This is an optimization exercise on Yosys and OpenROAD, whose aim is small area, not a production implementation.
The RTL was checked by simulation tests, not by an equivalence proof against the original design.
No activity file was given, so power comes from the tool's default toggle rates.

**flow/config.mk**
```make
export PLATFORM = sky130hd
export DESIGN_NAME = grf
export DESIGN_NICKNAME = grf
export VERILOG_FILES = /design/flow/design.v
export SDC_FILE = /design/flow/constraint.sdc
export NUM_CORES = 4
export LEC_CHECK = 0
export CAP_MARGIN = 20
export CORE_MARGIN = 2
export CORE_UTILIZATION = 45
export SETUP_SLACK_MARGIN = 0.1
export SLEW_MARGIN = 20
export SYNTH_HIERARCHICAL = 1
export SYNTH_MINIMUM_KEEP_SIZE = 0
```
**flow/constraint.sdc**
```tcl
create_clock -name core_clock -period 6.0 [get_ports {clk}]
set_input_delay 1.2000 -clock core_clock [delete_from_list [all_inputs] [get_ports {clk}]]
set_output_delay 1.2000 -clock core_clock [all_outputs]
set_load 0.01 [all_outputs]
```
**flow/design.v**
```verilog
`default_nettype none
package grf_pkg;
    localparam int DATA_W    = 32;
    localparam int REG_IDX_W = 5;
    localparam int NUM_REGS  = 1 << REG_IDX_W;
    typedef logic [REG_IDX_W-1:0] reg_idx_t;
    typedef logic [DATA_W-1:0]    word_t;
    localparam reg_idx_t ZERO_REG = 5'd0;
endpackage
`default_nettype wire
`default_nettype none
module grf_aoi222 (
    input  logic i_sa,
    input  logic i_sb,
    input  logic i_sc,
    input  logic i_a,
    input  logic i_b,
    input  logic i_c,
    output logic o_y
);
    assign o_y = ~((i_a & i_sa) | (i_b & i_sb) | (i_c & i_sc));
endmodule
module grf_nand2 (
    input  logic i_sa,
    input  logic i_a,
    output logic o_y
);
    assign o_y = ~(i_a & i_sa);
endmodule
module grf_nand11 (
    input  logic [10:0] i_a,
    output logic        o_y
);
    assign o_y = ~&i_a;
endmodule
module grf_read_port
#(
    parameter int DATA_W   = grf_pkg::DATA_W,
    parameter int NUM_REGS = grf_pkg::NUM_REGS
) (
    input  logic [NUM_REGS-1:1][DATA_W-1:0] i_regs,
    input  grf_pkg::reg_idx_t               i_addr,
    output logic [DATA_W-1:0]               o_data
);
    logic [NUM_REGS-1:1]     w_sel;
    logic [10:0][DATA_W-1:0] w_y;
    always_comb begin
        for (int i = 1; i < NUM_REGS; i++) begin
            w_sel[i] = (i_addr == i);
        end
    end
    genvar k, b;
    generate
        for (b = 0; b < DATA_W; b++) begin : g_bit
            for (k = 0; k < 10; k++) begin : g_tri
                grf_aoi222 u_aoi (
                    .i_sa (w_sel[3*k+1]),
                    .i_sb (w_sel[3*k+2]),
                    .i_sc (w_sel[3*k+3]),
                    .i_a  (i_regs[3*k+1][b]),
                    .i_b  (i_regs[3*k+2][b]),
                    .i_c  (i_regs[3*k+3][b]),
                    .o_y  (w_y[k][b])
                );
            end
            grf_nand2 u_nand_last (
                .i_sa (w_sel[31]),
                .i_a  (i_regs[31][b]),
                .o_y  (w_y[10][b])
            );
            grf_nand11 u_or (
                .i_a ({w_y[10][b], w_y[9][b], w_y[8][b], w_y[7][b],
                       w_y[6][b],  w_y[5][b], w_y[4][b], w_y[3][b],
                       w_y[2][b],  w_y[1][b], w_y[0][b]}),
                .o_y (o_data[b])
            );
        end
    endgenerate
endmodule
`default_nettype wire
`default_nettype none
module grf_wsel (
    input  logic i_load,
    input  logic i_hold,
    input  logic i_wd,
    input  logic i_q,
    output logic o_d
);
    assign o_d = (i_wd & i_load) | (i_q & i_hold);
endmodule
module grf
#(
    parameter int DATA_W   = grf_pkg::DATA_W,
    parameter int ADDR_W   = 32,
    parameter int NUM_REGS = grf_pkg::NUM_REGS
) (
    input  logic              clk,
    input  logic              reset,
    input  logic              writable,
    input  logic [ADDR_W-1:0] read1addr,
    input  logic [ADDR_W-1:0] read2addr,
    input  logic [ADDR_W-1:0] writeAddr,
    input  logic [DATA_W-1:0] writeData,
    output logic [DATA_W-1:0] read1data,
    output logic [DATA_W-1:0] read2data
);
    logic [NUM_REGS-1:1][DATA_W-1:0] r_regs;
    logic [NUM_REGS-1:1][DATA_W-1:0] w_regs_d;
    logic [NUM_REGS-1:1]             w_load;
    logic [NUM_REGS-1:1]             w_hold;
    grf_pkg::reg_idx_t               w_waddr;
    assign w_waddr = writeAddr[grf_pkg::REG_IDX_W-1:0];
    always_comb begin
        for (int i = 1; i < NUM_REGS; i++) begin
            w_load[i] = reset && writable && (w_waddr == i);
            w_hold[i] = reset && !(writable && (w_waddr == i));
        end
    end
    genvar g, b;
    generate
        for (g = 1; g < NUM_REGS; g++) begin : g_word
            for (b = 0; b < DATA_W; b++) begin : g_bit
                grf_wsel u_wsel (
                    .i_load (w_load[g]),
                    .i_hold (w_hold[g]),
                    .i_wd   (writeData[b]),
                    .i_q    (r_regs[g][b]),
                    .o_d    (w_regs_d[g][b])
                );
            end
        end
    endgenerate
    always_ff @(posedge clk) begin
        r_regs <= w_regs_d;
    end
    grf_read_port #(
        .DATA_W   (DATA_W),
        .NUM_REGS (NUM_REGS)
    ) u_rd1 (
        .i_regs  (r_regs),
        .i_addr  (read1addr[grf_pkg::REG_IDX_W-1:0]),
        .o_data  (read1data)
    );
    grf_read_port #(
        .DATA_W   (DATA_W),
        .NUM_REGS (NUM_REGS)
    ) u_rd2 (
        .i_regs  (r_regs),
        .i_addr  (read2addr[grf_pkg::REG_IDX_W-1:0]),
        .o_data  (read2data)
    );
endmodule
`default_nettype wire
```
**flow/flow/run.sh**
```bash
#!/bin/bash
set -euo pipefail
bash standard.sh BUFFER_PORTS_ARGS="-buffer_cell sky130_fd_sc_hd__buf_1" finish > flow_make.log 2>&1
```
**flow/standard.sh**
```bash
#!/bin/bash
# synth_recipe.tcl (not shown) runs the flow's synth.tcl, then flattens the netlist and writes it again
# the make line also repeats each setting of config.mk as NAME=value (left out here)
make -C /OpenROAD-flow-scripts/flow DESIGN_CONFIG=/design/flow/config.mk WORK_HOME=/design/flow/orfs CLKGATE_MAP_FILE= SYNTH_SCRIPT=/design/flow/synth_recipe.tcl "${@:-finish}"
```
==> flow_summary_export.csv, run 1 <==
group,metric,value,unit
synth,ys_seq_area_share,52.58,%
hold_path,hold_path.class,"reg2reg",
synth,syn-cell-area,37770,sq um
drt,drt-vias-per-instance,8.567,
critical_path,cp-startpoint,"read2addr[1]",
floorplanning,coreArea,83420,sq um
drt,route.detailed.drc,0,
power,p_switching,3454,uW
sta,setup_violations,0,
place,dp_hpwl,105000,um
place,place_area,41520,sq um
drt,vias,39897,
clocking,cts_resized,0,
place,place_congestion,0.8922,
critical_path,crit_end,"read2data[7]",
critical_path,crit_type,"in2out",
power,p_per_area,310.0,nW/um^2
synth,ys_ff_latch,992,
global_route,grt_overflow,0,
clocking,cts_hold_buf,0,
clocking,post_cts_buffers,0,
drt,drtAntennaViolNets,0,
sta,rsz0062_at_grt,"no",
critical_path,reg2reg_slack,5.33,ns
floorplanning,row_count,106,
global_route,grt_pass1_vias,38750,
place,placement.io_buffers,113,
clocking,cts.sinks,992,
clocking,cts_buffer_depth,3,
synth,syn_avg_cell_area,12.06,sq um
finish,largest_reg_flops,992,
critical_path,critPathCaptureType,"primary output",
critical_path,r2r_cells,1,
clocking,cts_buffers,105,
sta,final_max_slew_viol_count,0,
power,p_clk_share,47.0,%
drt,dr.first_iter.drc_count,9657,
sta,clock.fmax,185.1,MHz
clocking,htree_levels,3,
critical_path,required,4.80,ns
global_route,antenna_found_initial,21,
sta,setup_tns,0,ns
power,combPwrFrac,5.3,%
critical_path,reg2reg_to,"r_regs[486]$_DFF_P_",
clocking,clk-insertion-delay-late,0.70,ns
clocking,clkTransAtPathRegs,0.06,ns
critical_path,r2r-start,"r_regs[486]$_DFF_P_",
sta,worst_pin_slew,1.236,ns
clocking,cts_root_buffer,"clkbuf_16",
floorplanning,initial_utilization,45.27,%
finish,area_growth,19.40,%
power,peakVddDrop,269.0,uV
clocking,tritoncts,"yes",
finish,layout.nets,3611,
finish,drive_gt1_share,12.27,%
floorplanning,dieHeight,293.7,um
sta,finalCritPeriodShare,90.04,%
critical_path,worstSetupStartpointType,"input port",
sta,period_needed,5.402,ns
global_route,grt_usage,42.52,%
floorplanning,dieArea,86260,sq um
finish,top_regs,"r_regs (992)",
global_route,grt_max_degree,34,
status,status,"finished clean",
drt,drt_wl_total,192500,um
sta,relSlewSlack,17.59,%
drt,firstDrtPassIters,17,
critical_path,critPathMaxFanout,25,
synth,netlist_instances,3132,
power,cellLeakagePower,0.01612,uW
finish,fin_area,45100,sq um
synth,syn_nets,3263,
drt,post_drt_wl_per_cell,41.34,um
power,internal_power,10530,uW
power,swShare,24.71,%
global_route,grt_pass1_wl,269400,um
sta,skew,0,ns
sta,hold_viol,0,
synth,synth_cell_types,22,
synth,synth_warnings,8,
critical_path,cp.arrival,4.20,ns
floorplanning,die_w,293.7,um
floorplanning,io_pins,195,
finish,final_cell_mix,"a22o_1 (992), dfxtp_1 (992), a222oi_1 (640)",
finish,top_register,"r_regs",
power,p_seq_share,47.7,%
finish,nFillCells,7070,
flow_run,maxCapViolCount,0,
[per-module statistics from Yosys, one instance, submodules excluded, excerpt]
module	times used	flip-flops and latches	cells	area [sq um]
grf_nand2	64	0	1	3.754
grf_aoi222	640	0	1	10.01
grf_wsel	992	0	1	8.758
grf_nand11	64	0	4	23.77
grf	1	992	1088	20480
[stage by stage]
step | utilization (%) | hold slack, ns | power [uW] | std cells | setup WS, ns
floorplan | - | 0.4633 | 7036 | 3132 | 1.646
global placement | 49.48 | 0.4765 | 7471 | 4442 | 0.8824
detailed placement | 49.77 | 0.4764 | 7497 | 4450 | 0.7520
CTS | 53.88 | 0.4991 | 13920 | 4638 | 0.7510
global route | 54.02 | 0.5130 | 14230 | 4645 | 0.6176
finish | 54.06 | 0.4976 | 13980 | 4657 | 0.5976
[layout make-up]
cell class | count | area, sq um | share of cell area [%]
sequential | 992 | 19860 | 44.04
multi-input combinational | 2118 | 18510 | 41.05
clock buffer | 158 | 3090 | 6.853
timing repair buffer | 263 | 1902 | 4.217
tap | 1080 | 1351 | 2.997
clock inverter | 30 | 339.1 | 0.7519
antenna | 16 | 40.04 | 0.08879
[worst max-delay path: stages]
cell and delay [ns]:
buf_1 0.23, nand3b_1 0.43, nor2_4 1.06, buf_4 0.35
a222oi_1 0.12, nand4_1 0.38, or3_1 0.23, buf_1 0.17
[synthesized netlist by cell type]
master / number / area share, %
a22o_1: 992 / 23
dfxtp_1: 992 / 53
a222oi_1: 640 / 17
nand4_1: 129 / 2.1
nor2_1: 70 / 0.70
nand2_1: 69 / 0.69
nand3_1: 67 / 0.89
or3_1: 66 / 1.1
nor3_1: 23 / 0.30
o21a_1: 20 / 0.40
clkbuf_1: 14 / 0.14
o31a_1: 11 / 0.26
nand2b_1: 8 / 0.13
nand3b_1: 7 / 0.14
or3b_4: 6 / 0.18
buf_2: 4 / 0.053
buf_6: 4 / 0.12
nand4b_1: 3 / 0.070
or2_2: 3 / 0.050
nand4bb_1: 2 / 0.060
or2_1: 1 / 0.017
or4b_4: 1 / 0.036
[per-layer routing]
layer	share of wire (%)	track usage, %	up-vias	wire length, um
li1	-	-	15279	-
met1	35	52.91	19350	67360
met2	40	58.25	4187	76860
met3	16	16.33	1067	31140
met4	8.8	33.82	14	16950
met5	0.11	1.078	-	208
[worst min-delay path by stage]
stage,from,end,cells past startpoint
2_1_floorplan,r_regs[0]$_DFF_P_,r_regs[0]$_DFF_P_,1
3_3_place_gp,r_regs[393]$_DFF_P_,r_regs[393]$_DFF_P_,1
3_5_place_dp,r_regs[506]$_DFF_P_,r_regs[506]$_DFF_P_,1
4_1_cts,r_regs[974]$_DFF_P_,r_regs[974]$_DFF_P_,1
5_1_grt,r_regs[828]$_DFF_P_,r_regs[828]$_DFF_P_,1
6_report,r_regs[964]$_DFF_P_,r_regs[964]$_DFF_P_,1
[kinds of logic (layout without fill, tap and decap cells)]
logic type | Yosys count | in the layout | synth area share (%)
compound gates | 1663 | 1663 | 40.62
flops | 992 | 992 | 52.58
simple gates | 455 | 455 | 6.487
buf+inv | 22 | 451 | 0.3114
other cells | 0 | 16 | 0
[power by group through the flow]
stage,clock (uW),sequential [uW],combinational (uW)
2_1_floorplan,0,6810,228
3_3_place_gp,0,6810,657
3_5_place_dp,0,6820,679
4_1_cts,6570,6670,681
5_1_grt,6830,6680,720
6_report,6570,6680,735
==> run 2, diff against run 1 <==
--- a/flow/config.mk
+++ b/flow/config.mk
@@ -10,2 +10,4 @@
 export CORE_UTILIZATION = 45
+export CTS_CLUSTER_DIAMETER = 100
+export CTS_CLUSTER_SIZE = 20
 export SETUP_SLACK_MARGIN = 0.1
==> run 2 against run 1 <==
- first-iteration DRC count up 1.9%
- sequential power barely moved
- setup slack improved by 0.0019 ns
- count of clock-buffer cells in the layout down 101
- largest cell class unchanged
- largest power group unchanged
- highest routed layer unchanged
==> flow_summary_export.csv, run 2 <==
group,metric,value,unit
status,status,"finished clean",
finish,regArea,19860,sq um
synth,async_flop_share,0,%
sta,relSlewSlack,18.01,%
global_route,grt_usage,42.07,%
power,cellLeakagePower,0.01516,uW
clocking,post_cts_buffers,0,
synth,netlist_instances,3132,
floorplanning,dieHeight,293.7,um
critical_path,max_stage_delay,0.68,ns
critical_path,critPathCaptureType,"primary output",
synth,synth_warnings,8,
floorplanning,dieArea,86260,sq um
finish,multi_input_area,18520,sq um
critical_path,cp-startpoint,"read1addr[0]",
sta,skew,0,ns
synth,synth.largest_area_cell,"dfxtp_1",
clocking,htree_levels,2,
place,place_congestion,0.8922,
sta,worst_hold_slack,0.5059,ns
place,dp_hpwl,105000,um
hold_path,worstHoldStart,"r_regs[983]$_DFF_P_",
power,peakVddDrop,279.9,uV
critical_path,required,4.80,ns
clocking,clkTransAtPathRegs,0.08,ns
synth,ys_seq_area_share,52.58,%
critical_path,crit_type,"in2out",
synth,synthTopCellsByCount,"a22o_1 (992), dfxtp_1 (992), a222oi_1 (640), nand4_1 (129), nor2_1 (70)",
synth,ys_top_cells_by_area,"dfxtp_1 (53%), a22o_1 (23%), a222oi_1 (17%)",
clocking,cts_buffer_depth,3,
sta,hold_viol,0,
finish,layout.nets,3561,
finish,finalCoreUtilization,51.68,%
synth,synth_cell_types,22,
global_route,grt_pass1_vias,38012,
finish,top_regs,"r_regs (992)",
drt,drt-vias-per-instance,8.702,
place,placement.io_buffers,113,
clocking,cts_hold_buf,0,
critical_path,cp_slowest_cell,"nand4_1",
synth,synth.top_cell.area_share,52.58,%
clocking,tritoncts,"yes",
sta,setup_violations,0,
global_route,antenna_found_initial,15,
critical_path,cp.arrival,4.20,ns
critical_path,worstSetupStartpointType,"input port",
drt,drt_wl_total,191100,um
sta,setup_tns,0,ns
global_route,grt_max_degree,34,
finish,area_growth,14.14,%
power,totalPowerFinal,11350,uW
drt,post_drt_wl_per_cell,42.23,um
floorplanning,coreArea,83420,sq um
floorplanning,row_count,106,
synth,synth_ff_type,"dfxtp_1",
critical_path,r2r-start,"r_regs[188]$_DFF_P_",
drt,vias,39366,
synth,syn_nets,3263,
finish,final_cell_mix,"a22o_1 (992), dfxtp_1 (992), a222oi_1 (640)",
synth,synth_edf_count,0,
finish,largest_reg_flops,992,
drt,dr.first_iter.drc_count,9839,
synth,syn_avg_cell_area,12.06,sq um
flow_run,maxCapViolCount,0,
drt,route.detailed.drc,0,
floorplanning,io_pins,195,
critical_path,critPathMostFrequentCell,"buf_1",
hold_path,hold_path.class,"reg2reg",
global_route,grt_overflow,0,
power,p_per_area,263.3,nW/um^2
critical_path,critPathMaxFanout,32,
clocking,cts_buffers,55,
sta,period_needed,5.400,ns
finish,nFillCells,7214,
drt,firstDrtPassIters,13,
drt,drtAntennaViolNets,0,
critical_path,path_cells,"buf_1 > nand3b_1 > nor2_4 > buf_4 > a222oi_1 > nand4_1 > or3_1 > buf_1",
floorplanning,initial_utilization,45.27,%
sta,final_max_slew_viol_count,0,
finish,top_register,"r_regs",
sta,clock.fmax,185.2,MHz
synth,ys_ff_latch,992,
sta,worst_pin_slew,1.230,ns
sta,rsz0062_at_grt,"no",
clocking,cts_resized,0,
clocking,cts_root_buffer,"clkbuf_16",
finish,drive_gt1_share,9.875,%
clocking,cts.sinks,992,
global_route,grt_pass1_wl,266600,um
sta,finalCritPeriodShare,90.01,%
floorplanning,die_w,293.7,um
clocking,clk-insertion-delay-late,0.67,ns
synth,syn-cell-area,37770,sq um
## run 2: cell count changes in the layout (fill, tap and decap cells not counted), sizes merged
cell and change:
clkinvlp -3, diode -5, clkinv -19, bufinv -5, clkbuf -101
## run 2: path summary, 6_finish.rpt
| kind | depth (start not counted) | endpoint | slack, ns |
|---|---|---|---|
| setup / recovery | 8 | read1data[27] | 0.60 |
| hold reg to reg | 1 | r_regs[983]$_DFF_P_ | 0.51 |
| hold / removal | 1 | r_regs[983]$_DFF_P_ | 0.51 |
| setup reg to reg | 1 | r_regs[188]$_DFF_P_ | 5.33 |
## run 2: modules after synthesis, one instance, submodules excluded, a selection
module / flops+latches / cells inside / area, sq um
grf_aoi222: 0 / 1 / 10.01
grf_nand2: 0 / 1 / 3.754
grf_nand11: 0 / 4 / 23.77
grf_wsel: 0 / 1 / 8.758
grf: 992 / 1088 / 20480
## run 2: stage by stage
step	worst slack (ns)	area, sq um	cells
final	0.5995	43110	4524
after global routing	0.6154	43090	4515
after CTS	0.7510	42970	4510
after detailed placement	0.7520	41520	4450
after global placement	0.8824	41280	4442
after floorplan	1.646	37770	3132
## run 2: area by class of cell
| type | instances | area share (%) |
|---|---|---|
| flip-flops and latches | 992 | 46.07 |
| multi-input cells | 2118 | 42.96 |
| repair buffers | 263 | 4.412 |
| clock buffers | 57 | 3.283 |
| well taps | 1080 | 3.135 |
| clock inverters | 3 | 0.07837 |
| diodes | 11 | 0.06385 |
## run 2: cell families after synthesis
logic type,Yosys count,synth area share (%)
AOI/OAI and AO/OA,1663,40.62
DFF,992,52.58
and+or+nand+nor,455,6.487
buffers and inverters,22,0.3114
## run 2: report_power, final
part,switching [uW],internal (uW),leakage (uW),total [uW]
combinational,606,128,0.00645,734
clock,2270,1680,0.000713,3950
sequential,40.3,6630,0.00800,6670
## run 2: worst max-delay path, delay by kind of cell
| kind | cells | cell delay, ns |
|---|---|---|
| buffers and inverters | 3 | 0.71 |
| and+or+nand+nor | 4 | 1.80 |
| AOI/OAI and AO/OA | 1 | 0.46 |
## run 2: layer usage
metal	wire [um]	track usage (%)
met5	170	1.248
met4	16320	31.37
met3	31230	15.63
met2	76360	58.55
met1	66980	52.73
==> run 3, diff against run 2 <==
--- a/flow/config.mk
+++ b/flow/config.mk
@@ -11,3 +11,3 @@
 export CTS_CLUSTER_DIAMETER = 100
-export CTS_CLUSTER_SIZE = 20
+export CTS_CLUSTER_SIZE = 25
 export SETUP_SLACK_MARGIN = 0.1
==> run 3 against run 2 <==
- still clean
- clock skew unchanged
- critical path depth stayed put
- synthesized area unchanged
- sequential power is essentially flat
- die area is the same
- highest routed layer unchanged
==> flow_summary_export.csv, run 3 <==
group,metric,value,unit
status,status,"finished clean",
critical_path,critPathTopFamily,"simple AND/OR/NAND/NOR gates",
critical_path,worstSetupStartpointType,"input port",
power,swShare,25.95,%
flow_run,maxCapViolCount,0,
place,place_area,41520,sq um
synth,syn_nets,3263,
finish,top_register,"r_regs",
finish,instances_no_fill,4513,
sta,worst_pin_slew,1.247,ns
finish,top_regs,"r_regs (992)",
synth,syn-cell-area,37770,sq um
synth,synth_edf_count,0,
sta,setup_tns,0,ns
power,p_per_area,256.4,nW/um^2
finish,finalCoreUtilization,51.33,%
finish,layout.nets,3551,
synth,synth_cell_types,22,
clocking,clkTransAtPathRegs,0.10,ns
clocking,htree_levels,2,
clocking,tritoncts,"yes",
global_route,grt_usage,41.98,%
drt,vias,39314,
floorplanning,dieArea,86260,sq um
place,dp_hpwl,105000,um
synth,synth_ff_type,"dfxtp_1",
drt,firstDrtPassIters,13,
synth,syn_avg_cell_area,12.06,sq um
synth,async_flop_share,0,%
global_route,grt_overflow,0,
floorplanning,dieHeight,293.7,um
clocking,cts_resized,0,
sta,finalCritPeriodShare,89.88,%
clocking,cts_buffers,45,
critical_path,required,4.80,ns
critical_path,max_stage_delay,0.67,ns
global_route,grt_pass1_vias,37835,
sta,clock.fmax,185.4,MHz
sta,period_needed,5.393,ns
clocking,post_cts_buffers,0,
finish,final_cell_mix,"a22o_1 (992), dfxtp_1 (992), a222oi_1 (640)",
power,combPwrFrac,6.7,%
critical_path,crit_buf_inv,3,
synth,netlist_instances,3132,
global_route,grt_pass1_wl,265900,um
floorplanning,row_count,106,
drt,dr.first_iter.drc_count,9583,
sta,rsz0062_at_grt,"no",
critical_path,cp.arrival,4.19,ns
synth,ys_seq_area_share,52.58,%
critical_path,critPathCaptureType,"primary output",
power,internal_power,8132,uW
drt,drt-vias-per-instance,8.711,
drt,drtAntennaViolNets,0,
synth,synthTopCellsByCount,"a22o_1 (992), dfxtp_1 (992), a222oi_1 (640), nand4_1 (129), nor2_1 (70)",
sta,skew,0,ns
sta,final_max_slew_viol_count,0,
power,cellLeakagePower,0.01501,uW
synth,synth.largest_area_cell,"dfxtp_1",
finish,largest_reg_flops,992,
hold_path,hold_path.class,"reg2reg",
critical_path,critPathMostFrequentCell,"buf_1",
power,p_switching,2849,uW
global_route,antenna_found_initial,16,
clocking,cts.sinks,992,
clocking,cts_buffer_depth,3,
synth,synth.top_cell.area_share,52.58,%
clocking,cts_root_buffer,"clkbuf_16",
drt,route.detailed.drc,0,
sta,hold_viol,0,
finish,drive_gt1_share,9.585,%
place,placement.io_buffers,113,
finish,fin_area,42820,sq um
critical_path,crit_type,"in2out",
clocking,clk-insertion-delay-late,0.67,ns
critical_path,critPathMaxFanout,32,
synth,synth_warnings,8,
place,dp_cells,4450,
power,p_clk_share,32.6,%
finish,area_growth,13.38,%
floorplanning,initial_utilization,45.27,%
power,peakVddDrop,214.9,uV
synth,ys_ff_latch,992,
sta,setup_violations,0,
drt,post_drt_wl_per_cell,42.16,um
sta,worst_hold_slack,0.5094,ns
drt,drt_wl_total,190300,um
floorplanning,coreArea,83420,sq um
global_route,grt_max_degree,34,
critical_path,cp_slowest_cell,"nand4_1",
synth,ys_top_cells_by_area,"dfxtp_1 (53%), a22o_1 (23%), a222oi_1 (17%)",
clocking,cts_hold_buf,0,
critical_path,path_cells,"buf_1 > nand3b_1 > nor2_4 > buf_4 > a222oi_1 > nand4_1 > or3_1 > buf_1",
sta,relSlewSlack,16.89,%
floorplanning,io_pins,195,
floorplanning,die_w,293.7,um
place,place_congestion,0.8922,
power,p_seq_share,60.7,%
## run 3: cell counts after synthesis
Identical to the previous run, type by type.
## run 3: area by class of cell
cell class / count / area, sq um
Antenna cell: 11 / 27.53
Clock buffer: 46 / 1140
Clock inverter: 3 / 26.28
Fill cell: 7230 / 40600
Multi-Input combinational cell: 2118 / 18510
Sequential cell: 992 / 19860
Tap cell: 1080 / 1351
Timing Repair Buffer: 263 / 1902
## run 3: logic make-up after synthesis
kind of cell,after synthesis,share of synthesized area (%)
AOI/OAI and AO/OA,1663,40.62
buffers and inverters,22,0.3114
DFF,992,52.58
and+or+nand+nor,455,6.487
## run 3: modules after synthesis (local to each module, per instance), excerpt
module,times used,flip-flops and latches
grf_nand11,64,0
grf,1,992
grf_nand2,64,0
grf_aoi222,640,0
grf_wsel,992,0
## run 3: power groups by stage
stage	combinational [uW]	sequential [uW]	clock, uW
after detailed placement	679	6820	0
final	733	6670	3580
after CTS	680	6670	3540
after floorplan	228	6810	0
after global placement	657	6810	0
after global routing	718	6680	3780
## run 3: path summary, 6_finish.rpt
| path | startpoint | end | slack (ns) | cells after the start |
|---|---|---|---|---|
| max | read1addr[0] | read1data[27] | 0.61 | 8 |
| min | r_regs[983]$_DFF_P_ | r_regs[983]$_DFF_P_ | 0.51 | 1 |
| max reg2reg | r_regs[302]$_DFF_P_ | r_regs[302]$_DFF_P_ | 5.33 | 1 |
| min reg2reg | r_regs[983]$_DFF_P_ | r_regs[983]$_DFF_P_ | 0.51 | 1 |
## run 3: per-layer routing
metal / part of all wire, % / up-vias / GRT usage, %
met1: 35 / 19064 / 52.88
met2: 40 / 4215 / 58.12
li1: - / 15077 / -
met4: 8.2 / 12 / 31.27
met5: 0.042 / - / 0.3403
met3: 16 / 946 / 15.70
## run 3: metrics by stage
stage	worst slack (ns)	power [uW]
finish	0.6069	10980
global route	0.6154	11170
CTS	0.7510	10890
detailed placement	0.7520	7497
global placement	0.8824	7471
floorplan	1.646	7036
==> run 4, diff against run 3 <==
--- a/flow/config.mk
+++ b/flow/config.mk
@@ -10,4 +10,5 @@
 export CORE_UTILIZATION = 45
+export CTS_BUF_LIST = sky130_fd_sc_hd__clkbuf_8
 export CTS_CLUSTER_DIAMETER = 100
-export CTS_CLUSTER_SIZE = 25
+export CTS_CLUSTER_SIZE = 15
 export SETUP_SLACK_MARGIN = 0.1
==> run 4 against run 3 <==
- final cell count is 0.91% higher
- worst hold slack worse by 0.0032 ns
- utilization hardly changed
- highest routed layer unchanged
- largest cell class unchanged
- sequential cell count stayed put
- first-iteration DRC count is 2.4% higher
- still clean
- count of clock-buffer cells in the layout is 32 higher
- sequential power hardly changed
- non-clock buffer count stayed put
- critical endpoint is now read2data[17]
- sequential share of layout area hardly changed
- critical path depth is 1 higher
- clock skew stayed put
==> flow_summary_export.csv, run 4 <==
group,metric,value,unit
sta,relSlewSlack,18.17,%
synth,synth_cell_types,22,
synth,synth_compound_area_share,40.62,%
drt,met1Wirelength,67040,um
synth,netlist_instances,3132,
sta,skew,0,ns
sta,final_max_slew_viol_count,0,
global_route,grt_usage,42.19,%
sta,worst_pin_slew,1.224,ns
power,combPwrFrac,6.8,%
critical_path,max_stage_delay,0.81,ns
critical_path,cp.arrival,4.43,ns
synth,ys_ff_latch,992,
finish,area_growth,13.31,%
synth,synth.top_cell.area_share,52.58,%
power,peakVddDrop,154.6,uV
drt,route.detailed.drc,0,
drt,drt-vias-per-instance,8.673,
power,p_seq_share,61.4,%
synth,synthTopCellsByCount,"a22o_1 (992), dfxtp_1 (992), a222oi_1 (640), nand4_1 (129), nor2_1 (70)",
clocking,tritoncts,"yes",
drt,vias,39499,
power,p_clk_share,31.8,%
global_route,antenna_found_initial,17,
critical_path,critPathCaptureType,"primary output",
global_route,grt_pass1_vias,38153,
power,internal_power,7941,uW
global_route,grt_max_degree,34,
critical_path,required,4.80,ns
clocking,cts_buffers,76,
global_route,grt_overflow,0,
sta,period_needed,5.632,ns
synth,syn-cell-area,37770,sq um
drt,post_drt_wl_per_cell,42.08,um
sta,setup_violations,0,
finish,largest_reg_flops,992,
drt,drt_wl_total,191600,um
drt,route.met3.wl,31540,um
critical_path,cp_slowest_cell,"nand4_1",
sta,worst_hold_slack,0.5062,ns
floorplanning,dieArea,86260,sq um
finish,top_regs,"r_regs (992)",
finish,top_register,"r_regs",
place,dp_hpwl,105000,um
clocking,cts_resized,0,
clocking,cts_root_buffer,"clkbuf_8",
drt,top_layer,"met5",
floorplanning,io_pins,195,
power,p_switching,2912,uW
floorplanning,dieHeight,293.7,um
synth,synth_warnings,8,
floorplanning,coreArea,83420,sq um
synth,ys_seq_area_share,52.58,%
flow_run,maxCapViolCount,0,
hold_path,hold_path.class,"reg2reg",
clocking,post_cts_buffers,0,
clocking,clkTransAtPathRegs,0.09,ns
critical_path,worstSetupStartpointType,"input port",
global_route,grt_pass1_wl,266900,um
floorplanning,row_count,106,
floorplanning,die_w,293.7,um
drt,dr.first_iter.drc_count,9815,
finish,layout.nets,3582,
critical_path,crit_type,"in2out",
synth,syn_nets,3263,
sta,clock.fmax,177.6,MHz
power,cellLeakagePower,0.01501,uW
drt,firstDrtPassIters,13,
clocking,clk-insertion-delay-late,0.73,ns
clocking,htree_levels,3,
synth,async_flop_share,0,%
critical_path,path_cells,"buf_1 > nand2b_1 > buf_4 > nor2_4 > buf_4 > a222oi_1 > nand4_1 > or3_1 > buf_1",
sta,rsz0062_at_grt,"no",
power,p_per_area,253.6,nW/um^2
synth,synth_simple_gate_area_share,6.487,%
clocking,cts_hold_buf,0,
synth,synthAdderAreaFrac,0,%
synth,synth_ff_type,"dfxtp_1",
place,placement.io_buffers,113,
finish,final_cell_mix,"a22o_1 (992), dfxtp_1 (992), a222oi_1 (640)",
synth,synth_mux_area_share,0,%
sta,finalCritPeriodShare,93.86,%
sta,hold_viol,0,
critical_path,crit_buf_inv,4,
synth,syn_avg_cell_area,12.06,sq um
drt,drtAntennaViolNets,0,
sta,setup_tns,0,ns
status,status,"finished clean",
synth,synth_top_family_by_area,"compound AO/OA/AOI/OAI gates",
floorplanning,initial_utilization,45.27,%
synth,synth.largest_area_cell,"dfxtp_1",
clocking,cts.sinks,992,
place,place_congestion,0.8922,
finish,drive_gt1_share,10.53,%
synth,synth_edf_count,0,
critical_path,critPathTopFamily,"simple AND/OR/NAND/NOR gates",
drt,wl_met2,76480,um
synth,ys_top_cells_by_area,"dfxtp_1 (53%), a22o_1 (23%), a222oi_1 (17%)",
power,swShare,26.83,%
synth,yosys.area_share.xor_xnor,0,%
critical_path,critPathMaxFanout,32,
clocking,cts_buffer_depth,3,
==> run 4: kinds of logic (layout without fill, tap and decap cells) <==
logic type | count (synthesis) | in the layout
AO/OA/AOI/OAI | 1663 | 1663
buffers and inverters | 22 | 348
flip-flops | 992 | 992
other | 0 | 16
AND/OR/NAND/NOR | 455 | 455
==> run 4: Yosys stat by module, one instance, submodules excluded, a selection <==
module,area (sq um),cells,flops+latches,copies in the design
grf,20480,1088,992,1
grf_nand11,23.77,4,0,64
grf_nand2,3.754,1,0,64
grf_wsel,8.758,1,0,992
grf_aoi222,10.01,1,0,640
==> run 4: power groups by stage <==
stage / sequential, uW / clock, uW / combinational [uW]
CTS: 6670 / 3440 / 680
global route: 6680 / 3670 / 719
global placement: 6810 / 0 / 657
floorplan: 6810 / 0 / 228
finish: 6670 / 3450 / 734
detailed placement: 6820 / 0 / 679
==> run 4: per-stage QoR <==
stage | setup WS (ns) | instance area [sq um] | utilization, % | std cells | power (uW)
finish | 0.3684 | 42800 | 51.30 | 4554 | 10850
global route | 0.4270 | 42770 | 51.27 | 4543 | 11070
CTS | 0.7510 | 42650 | 51.12 | 4535 | 10790
detailed placement | 0.7520 | 41520 | 49.77 | 4450 | 7497
global placement | 0.8824 | 41280 | 49.48 | 4442 | 7471
floorplan | 1.646 | 37770 | - | 3132 | 7036
==> run 4: final timing paths <==
check	start	endpoint	slack (ns)	cells after the start
setup / recovery	read2addr[3]	read2data[17]	0.37	9
hold / removal	r_regs[953]$_DFF_P_	r_regs[953]$_DFF_P_	0.51	1
setup reg to reg	r_regs[486]$_DFF_P_	r_regs[486]$_DFF_P_	5.33	1
hold reg to reg	r_regs[953]$_DFF_P_	r_regs[953]$_DFF_P_	0.51	1
==> run 4: cell type report <==
| class | instances | area, sq um |
|---|---|---|
| fillers | 7246 | 40630 |
| flip-flops and latches | 992 | 19860 |
| multi-input cells | 2118 | 18510 |
| repair buffers | 263 | 1902 |
| well taps | 1080 | 1351 |
| clock buffers | 78 | 1074 |
| clock inverters | 7 | 56.30 |
| diodes | 16 | 40.04 |
==> run 4: layer usage <==
layer | global-route usage, % | up-vias
met5 | 0.1702 | -
met4 | 32.02 | 10
met2 | 58.20 | 4111
li1 | - | 15147
met3 | 16.29 | 994
met1 | 52.78 | 19237
==> run 5, diff against run 4 <==
==> flow/run.sh (new file) <==
#!/bin/bash
# synth_recipe.tcl (not shown) runs the flow's synth.tcl, then flattens the netlist and writes it again
# the make line also repeats each setting of config.mk as NAME=value (left out here)
make -C /OpenROAD-flow-scripts/flow DESIGN_CONFIG=/design/flow/config.mk WORK_HOME=/design/flow/orfs CLKGATE_MAP_FILE= SYNTH_SCRIPT=/design/flow/synth_recipe.tcl finish
--- a/flow/config.mk
+++ b/flow/config.mk
@@ -10,5 +10,4 @@
 export CORE_UTILIZATION = 45
-export CTS_BUF_LIST = sky130_fd_sc_hd__clkbuf_8
 export CTS_CLUSTER_DIAMETER = 100
-export CTS_CLUSTER_SIZE = 15
+export CTS_CLUSTER_SIZE = 20
 export SETUP_SLACK_MARGIN = 0.1
removed: flow/flow/run.sh
removed: flow/standard.sh
==> run 5 against run 4 <==
- critical path depth is 2 lower
- synthesized cell count unchanged
- now fails the layout checks on negative setup slack
- highest routed layer unchanged
- via count is 0.80% higher
- setup slack worse by 0.48 ns
- critical path type unchanged
==> flow_summary_export.csv, run 5 <==
group,metric,value,unit
status,status,"complete, but fails checks",
status,failed_checks,"negative setup slack",
sta,relSlewSlack,6.768,%
clocking,clk-insertion-delay-late,0.67,ns
finish,nFillCells,7050,
synth,syn_avg_cell_area,12.06,sq um
sta,final_max_slew_viol_count,0,
critical_path,r2r-start,"r_regs[244]$_DFF_P_",
critical_path,max_stage_delay,1.18,ns
synth,ys_top_cells_by_area,"dfxtp_1 (53%), a22o_1 (23%), a222oi_1 (17%)",
synth,synthTopCellsByCount,"a22o_1 (992), dfxtp_1 (992), a222oi_1 (640), nand4_1 (129), nor2_1 (70)",
floorplanning,initial_utilization,45.27,%
power,p_per_area,257.9,nW/um^2
global_route,grt_usage,42.18,%
floorplanning,dieArea,86260,sq um
sta,layout_setup_ws,-0.1108,ns
critical_path,cp_slowest_cell,"nor2_2",
power,cellLeakagePower,0.01559,uW
global_route,grt_pass1_wl,266900,um
critical_path,crit_end,"read2data[1]",
critical_path,critPathCaptureType,"primary output",
flow_run,maxCapViolCount,0,
critical_path,critPathTopFamily,"simple AND/OR/NAND/NOR gates",
sta,rsz0062_at_grt,"yes",
drt,dr.first_iter.drc_count,9877,
finish,finalCoreUtilization,53.13,%
critical_path,worstSetupStartpointType,"input port",
clocking,cts_buffers,55,
power,totalPowerFinal,11430,uW
synth,ys_ff_latch,992,
clocking,htree_levels,2,
sta,setup_tns,-0.5168,ns
drt,drtAntennaViolNets,0,
critical_path,critPathMaxFanout,16,
finish,layout.nets,3599,
clocking,tritoncts,"yes",
floorplanning,io_pins,195,
finish,drive_gt1_share,10.84,%
synth,synth.top_cell.area_share,52.58,%
sta,clock.fmax,163.6,MHz
clocking,cts.sinks,992,
global_route,grt_pass1_vias,37591,
hold_path,hold_path.class,"reg2reg",
critical_path,critPathMostFrequentCell,"clkdlybuf4s50_1",
sta,hold_viol,0,
place,dp_hpwl,102000,um
floorplanning,row_count,106,
finish,top_regs,"r_regs (992)",
critical_path,cp-startpoint,"read2addr[4]",
sta,finalCritPeriodShare,101.8,%
clocking,cts_hold_buf,0,
critical_path,r2r_cells,1,
drt,drt-vias-per-instance,8.733,
drt,firstDrtPassIters,13,
synth,synth_cell_types,22,
power,peakVddDrop,214.5,uV
finish,largest_reg_flops,992,
synth,synth_ff_type,"dfxtp_1",
clocking,clkTransAtPathRegs,0.08,ns
floorplanning,die_w,293.7,um
critical_path,crit_type,"in2out",
global_route,grt_max_degree,34,
synth,synth.largest_area_cell,"dfxtp_1",
sta,setup_violations,12,
sta,worst_hold_slack,0.5023,ns
clocking,cts_buffer_depth,3,
global_route,antenna_found_initial,13,
critical_path,cp.depth,7,
critical_path,crit_buf_inv,2,
critical_path,path_cells,"clkdlybuf4s50_1 > nand2_2 > nor2_2 > a222oi_1 > nand4_1 > or3_1 > clkdlybuf4s50_1",
critical_path,reg2reg_slack,5.33,ns
drt,post_drt_wl_per_cell,43.28,um
floorplanning,dieHeight,293.7,um
finish,final_cell_mix,"a22o_1 (992), dfxtp_1 (992), a222oi_1 (640)",
synth,synth_edf_count,0,
synth,ys_seq_area_share,52.58,%
drt,vias,39814,
critical_path,cp.arrival,4.91,ns
sta,skew,0,ns
drt,route.detailed.drc,0,
place,place_congestion,0.9116,
finish,top_register,"r_regs",
synth,synth_warnings,8,
synth,netlist_instances,3132,
finish,area_growth,17.36,%
global_route,grt_overflow,0,
drt,drt_wl_total,197300,um
synth,syn_nets,3263,
synth,syn-cell-area,37770,sq um
sta,period_needed,6.111,ns
floorplanning,coreArea,83420,sq um
critical_path,required,4.80,ns
critical_path,reg2reg_to,"r_regs[244]$_DFF_P_",
sta,worst_pin_slew,1.397,ns
synth,async_flop_share,0,%
place,placement.io_buffers,113,
clocking,cts_root_buffer,"clkbuf_16",
==> run 5: cell counts after synthesis <==
No cell type changed its count.
==> run 5: area by class of cell <==
cell class,instances,area [sq um],area share [%]
Sequential cell,992,19860,44.80
Multi-Input combinational cell,2132,18670,42.11
Timing Repair Buffer,287,2992,6.749
Clock buffer,56,1401,3.162
Tap cell,1080,1351,3.049
Clock inverter,3,33.78,0.07622
Antenna cell,9,22.52,0.05081
==> run 5: worst min-delay path by stage <==
| stage | endpoint | slack (ns) | from | cells after the start |
|---|---|---|---|---|
| floorplan | r_regs[0]$_DFF_P_ | 0.46 | r_regs[0]$_DFF_P_ | 1 |
| global placement | r_regs[124]$_DFF_P_ | 0.48 | r_regs[124]$_DFF_P_ | 1 |
| detailed placement | r_regs[596]$_DFF_P_ | 0.48 | r_regs[596]$_DFF_P_ | 1 |
| CTS | r_regs[963]$_DFF_P_ | 0.50 | r_regs[963]$_DFF_P_ | 1 |
| global route | r_regs[392]$_DFF_P_ | 0.52 | r_regs[392]$_DFF_P_ | 1 |
| finish | r_regs[963]$_DFF_P_ | 0.50 | r_regs[963]$_DFF_P_ | 1 |
==> run 5: what timing repair did <==
action | CTS | global route
endpoints found under the setup margin | 2 | 34
pin swaps | 2 | 21
gates cloned | 0 | 14
resized for setup | 0 | 21
setup buffers | 0 | 8
hold endpoints to repair | 0 | 0
==> run 5: stage by stage <==
step,setup WS [ns],cells,area (sq um)
4_1_cts,0.09398,4520,43820
2_1_floorplan,1.646,3132,37770
3_5_place_dp,0.07314,4461,42390
6_report,-0.1108,4559,44330
5_1_grt,0.03205,4552,44310
3_3_place_gp,0.09655,4459,42330
==> run 5: routing by layer <==
metal  global-route usage, %  up-vias  wire length, um  share of wire (%)
met1                   52.02    19447            68650                 35
met4                   31.92        8            16970                8.6
met2                   60.08     4183            80790                 41
met5                       0        -               53              0.027
li1                        -    15187                -                  -
met3                   15.05      989            30860                 16
==> run 5: cell families (layout without fill, tap and decap cells) <==
| family | Yosys count | after routing | synth area share [%] |
|---|---|---|---|
| AND/OR/NAND/NOR | 455 | 469 | 6.487 |
| other | 0 | 9 | 0 |
| buffers and inverters | 22 | 346 | 0.3114 |
| AO/OA/AOI/OAI | 1663 | 1663 | 40.62 |
| flip-flops | 992 | 992 | 52.58 |
==> run 5: per-module statistics from Yosys (local to each module, per instance), excerpt <==
module / area, sq um / flops+latches / cells / copies in the design
grf_nand11: 23.77 / 0 / 4 / 64
grf: 20480 / 992 / 1088 / 1
grf_aoi222: 10.01 / 0 / 1 / 640
grf_nand2: 3.754 / 0 / 1 / 64
grf_wsel: 8.758 / 0 / 1 / 992
==> run 5: power by group <==
part | total [uW] | switching, uW | internal (uW)
Clock | 3960 | 2290 | 1660
Sequential | 6670 | 40.6 | 6630
Combinational | 804 | 634 | 170

==> what the ideal ports hide <==
Ports are ideal in the flow. The routed layouts listed here were re-timed in OpenROAD.
Step 1, drivers: a clkbuf_16 drives clk and a buf_2 each remaining input, both assumed.
Step 2, shift: input delay + t, output delay - t, t = (earliest + latest rising clock arrival at the registers) / 2. This alone moves slack from input paths to output paths.
Slacks: ideal ports / drivers / drivers and shift; pairs: ideal ports / drivers.
| run | t (ns) | setup slack, ns | slew at the worst register clock pin (ns) | pins driven straight from the clock port |
|---|---|---|---|---|
| run 1 | 0.763 | 0.598 / 0.518 / 0.518 | 0.06 / 0.06 | 1 |
| run 2 | 0.738 | 0.600 / 0.535 / 0.535 | 0.09 / 0.09 | 1 |
| run 3 | 0.728 | 0.607 / 0.509 / 0.509 | 0.11 / 0.11 | 1 |
| run 4 | 0.802 | 0.368 / 0.312 / 0.312 | 0.11 / 0.11 | 1 |
| run 5 | 0.762 | -0.111 / -0.132 / -0.132 | 0.09 / 0.09 | 1 |
For run 3, which loses most, drivers alone change the setup slack by -0.098 ns; drivers and shift together by -0.098 ns.
